This is an optimization exercise on Yosys and OpenROAD, whose aim is small area, a short achievable clock period and few clock cycles per item, not a production implementation. In this exercise RTL edits were held to simulation tests only and were not proved equivalent to the original. Power and IR drop assume default switching activity.

== job 1402 ==
Design int8_matrix_vector_zero_point_core, start of the top module:
module int8_matrix_vector_zero_point_core #(
   parameter int MAX_COLS = 256
) (
   input  logic                                  clock,
   input  logic                                  reset,
   input  logic                                  req_valid,
   output logic                                  req_ready,
   input  logic                                  req_command,
   input  logic signed [i8mvz_pkg::ElemWidth-1:0] req_element,
   input  logic [i8mvz_pkg::IndexWidth-1:0]      req_element_index,
   output logic                                  rsp_valid,
   input  logic                                  rsp_ready,
   output logic signed [i8mvz_pkg::SumWidth-1:0] rsp_row_sum,
   output logic [i8mvz_pkg::RowsWidth-1:0]       rsp_row_index,
   output logic                                  rsp_last_row,
   input  logic                                  csr_write_enable,
   input  logic [1:0]                            csr_index,
   input  logic [i8mvz_pkg::CsrWidth-1:0]        csr_write_data
);
Size: ~3800 cells after synthesis, about 2300 flip-flops, ~93 I/O pins, roughly 59000 µm² of cells after synthesis.
==> flow/config.mk <==
export PLATFORM = sky130hd
export DESIGN_NAME = int8_matrix_vector_zero_point_core
export DESIGN_NICKNAME = int8_matrix_vector_zero_point_core
export VERILOG_FILES = /design/flow/design.v
export SDC_FILE = /design/flow/constraint.sdc
export NUM_CORES = 4
export LEC_CHECK = 0
export CAP_MARGIN = 20
export CORE_MARGIN = 2
export CORE_UTILIZATION = 62
export CTS_CLUSTER_DIAMETER = 60
export CTS_CLUSTER_SIZE = 35
export PLACE_DENSITY = 0.72
export SETUP_SLACK_MARGIN = 0.3
export SLEW_MARGIN = 20
export SYNTH_MEMORY_MAX_BITS = 16384
==> flow/constraint.sdc <==
create_clock -name core_clock -period 10.0 [get_ports {clock}]
set_input_delay 2.0000 -clock core_clock [delete_from_list [all_inputs] [get_ports {clock}]]
set_output_delay 2.0000 -clock core_clock [all_outputs]
set_load 0.01 [all_outputs]
standard.sh (not shown) runs the stock make flow with config.mk's settings and CLKGATE_MAP_FILE= SYNTH_SCRIPT=/design/flow/synth_recipe.tcl, a recipe that flattens the netlist after the stock synthesis.
==> flow/flow/run.sh <==
#!/bin/bash
# the standard flow (the standard.sh, standard synthesis unchanged) with two
# changes to how the layout is made:
#  - timing repair aims at a shorter clock period than the design's (a larger setup
#    margin); the design is still laid out and signed off at the design's period
#  - ports are buffered with buf_4 instead of the cell buffer_ports picks by default
# make's output goes to make.log; each ORFS step keeps its own log under orfs/logs.
set -euo pipefail
bash standard.sh SETUP_SLACK_MARGIN=6.6 \
   "BUFFER_PORTS_ARGS=-buffer_cell sky130_fd_sc_hd__buf_4" \
   finish > make.log 2>&1
Job 1402 reached the end of the flow, and the finished layout is clean on the timing, DRC and antenna checks.
Testbench counts of job 1402, summed over its fixed seeds: cycles 74,919, items 71,425.
### job 1402 -> job 6831
- CORE_UTILIZATION now 30, was 62
- CTS_CLUSTER_SIZE now 20, was 35
- PLACE_DENSITY now 0.38, was 0.72
- CTS_CLUSTER_DIAMETER now 50, was 60
-- flow/flow/run.sh --
<<< job 1402, line 9
bash standard.sh SETUP_SLACK_MARGIN=6.6 \
>>> job 6831, line 9
bash standard.sh SETUP_SLACK_MARGIN=7.0 \
==> run notes <==
Changes observed in job 6831 relative to job 1402: share of async-settable or async-resettable flops after synthesis comparable; proportion of power drawn by flip-flops and latches saw a decrease.
The number of tap cells added at floorplan in job 6831 sits 1375 above the value recorded for job 1402.
Floorplan check, job 6831 vs job 1402: die outline larger in job 6831
Relative to job 1402, sequential share of layout area decreased by 5.8 points in job 6831.
Job 6831 against job 1402; first-pass GRT wire length is up by more than 10%.
Compared with job 1402, the router placed more vias in job 6831.
Taking job 1402 as the reference, in job 6831 HPWL after detailed placement moved up, multi-input combinational cell area moved up, area growth from synthesis to layout moved up.
## Diff of input files: job 4246 against job 6831
- changing CORE_UTILIZATION from 30 to 55
- changing CTS_CLUSTER_DIAMETER from 50 to 60
- changing PLACE_DENSITY from 0.38 to 0.65
- changing CTS_CLUSTER_SIZE from 20 to 30
-- flow/flow/run.sh --
<<< job 6831, line 9
bash standard.sh SETUP_SLACK_MARGIN=7.0 \
>>> job 4246, line 9
bash standard.sh SETUP_SLACK_MARGIN=6.5 \
[summary]
Re global-route met2 utilization: job 6831 was lower than job 4246. Job 4246 has completed all stages; timing, DRC and antenna checks passed. HPWL reported at the end of detailed placement was lower in the run labelled job 4246. Effective utilization at floorplan: job 4246 vs job 6831 up 25 points. Die area: job 4246 vs job 6831 down 91000 µm². Sort job 4246 and job 6831 by final instance area desc -> top: job 6831. Job 4246 against job 6831: share of the final layout cell area in sequential cells now larger; number of vias in the routed layout went down; largest stage delay on the critical path up 110 ps; worst slack after detailed placement -170 ps.
[inputs] job 1373 vs job 4246
- PLACE_DENSITY: 0.65 -> 0.38
- CORE_UTILIZATION: 55 -> 30
-- flow/flow/run.sh --
<<< job 4246, line 9
bash standard.sh SETUP_SLACK_MARGIN=6.5 \
>>> job 1373, line 9
bash standard.sh SETUP_SLACK_MARGIN=7.0 \
Notes after the runs:
Diff job 4246 -> job 1373 | wire length | increase of 21000 µm. The final layout from job 1373, which completed every stage, passed the timing, DRC and antenna checks at the end of the flow. Total power: job 1373 above job 4246. Against job 4246, multi-input combinational cell area in job 1373 rose by a few percent.

int8_matrix_vector_zero_point_core again, from the RTL that the note above started with.
export LEC_CHECK = 0
export CAP_MARGIN = 20
export CORE_MARGIN = 2
export CORE_UTILIZATION = 55
export CTS_CLUSTER_DIAMETER = 60
export CTS_CLUSTER_SIZE = 30
export PLACE_DENSITY = 0.65
export SETUP_SLACK_MARGIN = 0.3
export SLEW_MARGIN = 20
export SYNTH_MEMORY_MAX_BITS = 16384
create_clock -name core_clock -period 10.0 [get_ports {clock}]
==> flow/flow/run.sh <==
#!/bin/bash
# the standard flow (the standard.sh, standard synthesis unchanged) with two
# changes to how the layout is made:
#  - timing repair aims at a shorter clock period than the design's (a larger setup
#    margin); the design is still laid out and signed off at the design's period
#  - ports are buffered with buf_4 instead of the cell buffer_ports picks by default
# make's output goes to make.log; each ORFS step keeps its own log under orfs/logs.
set -euo pipefail
bash standard.sh SETUP_SLACK_MARGIN=6.6 \
   "BUFFER_PORTS_ARGS=-buffer_cell sky130_fd_sc_hd__buf_4" \
   finish > make.log 2>&1
Testbench counts at the start, summed over its fixed seeds: cycles 74,919, items 71,425.
Then changed:
- CORE_UTILIZATION: 55 -> 62
- PLACE_DENSITY: 0.65 -> 0.72
What happened: Count of clock-buffer cells in the layout is higher by 2; non-clock buffer count is lower by 2; global-route usage climbs by 2.1 points; final area came out lower slightly; hold slack stays flat; power decreases slightly; die area goes down by roughly a tenth; worst setup slack is worse by 0.014 ns; maximum frequency fell slightly; clock skew grows by 0.011 ns; routed wire length went down slightly.
Then changed:
--- a/flow/flow/run.sh
+++ b/flow/flow/run.sh
@@ -7,5 +7,5 @@
 # make's output goes to make.log; each ORFS step keeps its own log under orfs/logs.
 set -euo pipefail
-bash standard.sh SETUP_SLACK_MARGIN=6.6 \
+bash standard.sh SETUP_SLACK_MARGIN=7.0 \
    "BUFFER_PORTS_ARGS=-buffer_cell sky130_fd_sc_hd__buf_4" \
    finish > make.log 2>&1
- CORE_UTILIZATION: 62 -> 70
- PLACE_DENSITY: 0.72 -> 0.8
=> The changed run completed without violations; hold slack gets better by 0.0066 ns; power came out higher by 0.69%; count of clock-buffer cells in the layout came out lower by 11; critical path depth stays the same; cell count shrinks by 1.8%; clock skew came out lower by 0.0067 ns; via count came out higher by 6.5%; final area rose by 1.1%; global-route usage increases by 8.5 points; setup slack is better by 0.012 ns; synthesized area stays the same.
Then changed:
- CORE_UTILIZATION: 70 -> 55
- CTS_BUF_LIST: default -> sky130_fd_sc_hd__clkbuf_8 sky130_fd_sc_hd__clkbuf_16
- PLACE_DENSITY: 0.8 -> 0.65
Effect: The changed run finished with timing, DRC and antenna clean. Die area rises by about 27%. Setup slack stays flat. Count of clock-buffer cells in the layout rises by 13. Synthesized cell count does not change. Hold slack gets better by 0.0048 ns.
Then changed:
--- a/flow/flow/run.sh
+++ b/flow/flow/run.sh
@@ -7,5 +7,5 @@
 # make's output goes to make.log; each ORFS step keeps its own log under orfs/logs.
 set -euo pipefail
-bash standard.sh SETUP_SLACK_MARGIN=7.0 \
+bash standard.sh SETUP_SLACK_MARGIN=6.6 \
    "BUFFER_PORTS_ARGS=-buffer_cell sky130_fd_sc_hd__buf_4" \
    finish > make.log 2>&1
- CORE_UTILIZATION: 55 -> 62
- CTS_BUF_LIST: sky130_fd_sc_hd__clkbuf_8 sky130_fd_sc_hd__clkbuf_16 -> default
- CTS_CLUSTER_DIAMETER: 60 -> 65
- CTS_CLUSTER_SIZE: 30 -> 32
- PLACE_DENSITY: 0.65 -> 0.72
What happened: The changed run produced a clean layout; die area shrinks by 11%; clock skew goes up by 0.026 ns; clock power shrinks by 13%; total power fell by 5.9%; final area came out lower by 3.5%; clock-buffer cell count falls by 19.
Then changed:
--- a/flow/flow/run.sh
+++ b/flow/flow/run.sh
@@ -7,5 +7,5 @@
 # make's output goes to make.log; each ORFS step keeps its own log under orfs/logs.
 set -euo pipefail
-bash standard.sh SETUP_SLACK_MARGIN=6.6 \
+bash standard.sh SETUP_SLACK_MARGIN=6.8 \
    "BUFFER_PORTS_ARGS=-buffer_cell sky130_fd_sc_hd__buf_4" \
    finish > make.log 2>&1
- CORE_UTILIZATION: 62 -> 55
- CTS_CLUSTER_DIAMETER: 65 -> 60
- CTS_CLUSTER_SIZE: 32 -> 30
- PLACE_DENSITY: 0.72 -> 0.65
After rerunning:
- worst hold slack degrades by 0.010 ns
- final area grows by 2.6%
- die area grows by about 13%
- setup slack improves by 0.010 ns
- synthesized cell count is unchanged
- global-route usage shrinks by 1.9 points
- count of clock-buffer cells in the layout grows by 21

== build 81 ==
Another version of the RTL of int8_matrix_vector_zero_point_core (not shown whole).
For scale: about 3,600 cells after synthesis, about 93 I/O pins, roughly 59,000 um2 of cells after synthesis.
clock: 10.0 ns
lec_check: 0
cap_margin: 20
core_margin: 2
core_utilization: 62
cts_cluster_diameter: 58
cts_cluster_size: 30
place_density: 0.85
setup_slack_margin: 0.3
slew_margin: 20
synth_memory_max_bits: 16384
==> flow/flow/run.sh <==
#!/bin/bash
# the standard flow (the standard.sh, standard synthesis unchanged) with two
# changes to how the layout is made:
#  - timing repair aims at a shorter clock period than the design's (a larger setup
#    margin); the design is still laid out and signed off at the design's period
#  - ports are buffered with buf_4 instead of the cell buffer_ports picks by default
# make's output goes to make.log; each ORFS step keeps its own log under orfs/logs.
set -euo pipefail
bash standard.sh SETUP_SLACK_MARGIN=6.6 \
   "BUFFER_PORTS_ARGS=-buffer_cell sky130_fd_sc_hd__buf_4" \
   finish > make.log 2>&1
No stage failed in build 81, and the final checks on the layout all came back clean.
Testbench counts of build 81, summed over its fixed seeds: cycles 74,919, items 71,425.
Setup changes, build 81 to build 48
- swapping 0.85 for 0.72 in PLACE_DENSITY
- swapping 58 for 65 in CTS_CLUSTER_DIAMETER
- swapping 30 for 35 in CTS_CLUSTER_SIZE
Build 48 vs. build 81: clock power lower, global-route usage lower, power lower. | share of cell area taken by multi-input logic gates | build 81 vs build 48 | ≈ equal |. Build 48 reports a lower wire length than build 81 does.
Here is what was changed in the inputs of build 9 compared with build 48.
- PLACE_DENSITY: 0.72 -> 0.85
- CTS_CLUSTER_SIZE: 35 -> 32
==> comparison <==
- Status: multi-input logic portion of the cell area parity (build 9, build 48)
- The final period demand of the worst path of build 9 was superior to that of build 48.
- The higher utilization of build 48 and build 9 is in build 48.
- The setup slack after layout of build 9 exceeds that of build 48 by 0.040 ns.
- Compared with build 48, in build 9 post-route standard cell area excluding fillers lost 540 um2; cell internal power dissipation decreased 0.00015 W; post-route total power saw a decrease; number of ordinary and repair buffers in the finished layout moved up.
- On part of the cycle the worst path needs: between build 48 and build 9, it ends up lower for build 9.
- ~same power dissipated in combinational cells in build 48 and build 9
Input changes introduced in build 18 (baseline for comparison: build 9):
- PLACE_DENSITY changed from 0.85 to 0.72
==> run notes <==
- Compared with build 9, in build 18 area added between synthesis and finish increased 0.77 points, data arrival time of the critical path picked up an extra 0.05 ns, met1 layer usage reported by global route now smaller.
- The hold slack of build 18 exceeds that of build 9 by 0.027 ns.
For build 36, these inputs were changed with respect to build 18:
- swapping 65 for 55 in CTS_CLUSTER_DIAMETER
- swapping 32 for 28 in CTS_CLUSTER_SIZE
- swapping 62 for 70 in CORE_UTILIZATION
- swapping 0.72 for 0.8 in PLACE_DENSITY
## What came out
Build 36 against build 18: met2 demand-to-capacity share in global routing now sits higher; smallest setup slack after layout now sits lower. Compared with build 18, build 36 shows vias after detailed routing higher by about 6.5%. Build 36 vs build 18 — cell area rose 1.3%. The core region area in build 36 is 0.891 times that in build 18. Compared with build 18, build 36 shows a higher final standard cell utilization of the core. Build 36 ended with less sequential fraction of design power than build 18. In build 36, the final routed wire length divided by cell count came out 35% above the value in build 18. Going from build 18 to build 36, the wire length of the first global-routing pass was found to have gone up by 42 mm. Looking at filler-free cell count of the finished design, build 36 sits 2.2% lower than build 18 does.

int8_matrix_vector_zero_point_core with an RTL version that a note above also has.
Size in the first run: ~2,300 flip-flops, roughly 93 I/O pins.
export LEC_CHECK = 0
export CAP_MARGIN = 20
export CORE_MARGIN = 2
export CORE_UTILIZATION = 55
export CTS_CLUSTER_DIAMETER = 60
export CTS_CLUSTER_SIZE = 30
export PLACE_DENSITY = 0.65
export SETUP_SLACK_MARGIN = 0.3
export SLEW_MARGIN = 20
export SYNTH_MEMORY_MAX_BITS = 16384
create_clock -name core_clock -period 10.0 [get_ports {clock}]
==> flow/flow/run.sh <==
#!/bin/bash
# the standard flow (the standard.sh, standard synthesis unchanged) with two
# changes to how the layout is made:
#  - timing repair aims at a shorter clock period than the design's (a larger setup
#    margin); the design is still laid out and signed off at the design's period
#  - ports are buffered with buf_4 instead of the cell buffer_ports picks by default
# make's output goes to make.log; each ORFS step keeps its own log under orfs/logs.
set -euo pipefail
bash standard.sh SETUP_SLACK_MARGIN=7.0 \
   "BUFFER_PORTS_ARGS=-buffer_cell sky130_fd_sc_hd__buf_4" \
   finish > make.log 2>&1
Testbench counts at the start, summed over its fixed seeds: cycles 74,919, items 71,425.
Change:
--- a/flow/flow/run.sh
+++ b/flow/flow/run.sh
@@ -9 +9 @@
-bash standard.sh SETUP_SLACK_MARGIN=7.0 \
+bash standard.sh SETUP_SLACK_MARGIN=6.6 \
CORE_UTILIZATION = 62   (was 55)
CTS_CLUSTER_DIAMETER = 65   (was 60)
CTS_CLUSTER_SIZE = 35   (was 30)
PLACE_DENSITY = 0.72   (was 0.65)
Outcome: Clock power is lower by 13%; maximum frequency increases by 0.61%; worst setup slack is better by 0.021 ns; hold slack stays flat; clock skew goes up by 0.011 ns; via count decreases by 2.5%; sequential power hardly moves; non-clock buffer count went down by 72; wire length came out lower by 4.9%; count of clock-buffer cells in the layout shrinks by 25; combinational power is lower by 15%.

afterwards: timing with drivers on the ports:
In the flow no input, the clock included, has a driving cell. The finished layouts below were timed again as built, in two steps. Step 1 assumes that a clkbuf_16 drives the clock port and a buf_2 every other input. Step 2 moves the port delays by t, midway between the first and last clock arrival at a register: inputs arrive t later, outputs are due t later. That takes back most of the time a late clock gives input paths. a / b / c = no drivers / after step 1 / after step 2; a / b = the first two.
run	shift t [ns]	setup slack, ns	worst hold slack (ns)	latest minus earliest clock arrival (ns)
job 1402	0.768	6.589 / 6.526 / 6.010	0.296 / 0.296 / 0.296	0.057 / 0.057
job 6831	0.887	6.504 / 6.426 / 6.068	0.302 / 0.302 / 0.302	0.040 / 0.039
job 4246	0.754	6.574 / 6.508 / 6.030	0.314 / 0.314 / 0.314	0.036 / 0.036
job 1373	0.864	6.511 / 6.433 / 6.107	0.291 / 0.291 / 0.291	0.060 / 0.060
the first run of note 2	0.759	6.610 / 6.546 / 6.029	0.308 / 0.308 / 0.308	0.039 / 0.040
the second run of note 2	0.758	6.596 / 6.533 / 6.005	0.310 / 0.310 / 0.310	0.045 / 0.046
the third run of note 2	0.760	6.608 / 6.541 / 6.084	0.316 / 0.316 / 0.316	0.041 / 0.041
the fourth run of note 2	0.765	6.610 / 6.544 / 6.064	0.321 / 0.321 / 0.321	0.032 / 0.032
the fifth run of note 2	0.742	6.605 / 6.541 / 6.037	0.310 / 0.310 / 0.310	0.059 / 0.060
the sixth run of note 2	0.762	6.615 / 6.551 / 6.008	0.299 / 0.299 / 0.299	0.034 / 0.033
build 81	0.764	6.550 / 6.550 / 5.924	0.298 / 0.298 / 0.298	0.051 / 0.051
build 48	0.750	6.600 / 6.538 / 6.074	0.308 / 0.308 / 0.308	0.053 / 0.053
build 9	0.748	6.640 / 6.570 / 6.049	0.288 / 0.288 / 0.288	0.058 / 0.057
build 18	0.750	6.594 / 6.532 / 6.051	0.315 / 0.315 / 0.315	0.054 / 0.054
build 36	0.778	6.573 / 6.504 / 5.955	0.301 / 0.301 / 0.301	0.074 / 0.074
the first run of note 4	0.765	6.610 / 6.544 / 6.064	0.321 / 0.321 / 0.321	0.032 / 0.032
the second run of note 4	0.742	6.630 / 6.567 / 6.022	0.320 / 0.320 / 0.320	0.048 / 0.047
After both steps every run listed still meets setup and hold. For build 81, which loses most, drivers alone change the setup slack by 0.000 ns; drivers and shift together by -0.626 ns.
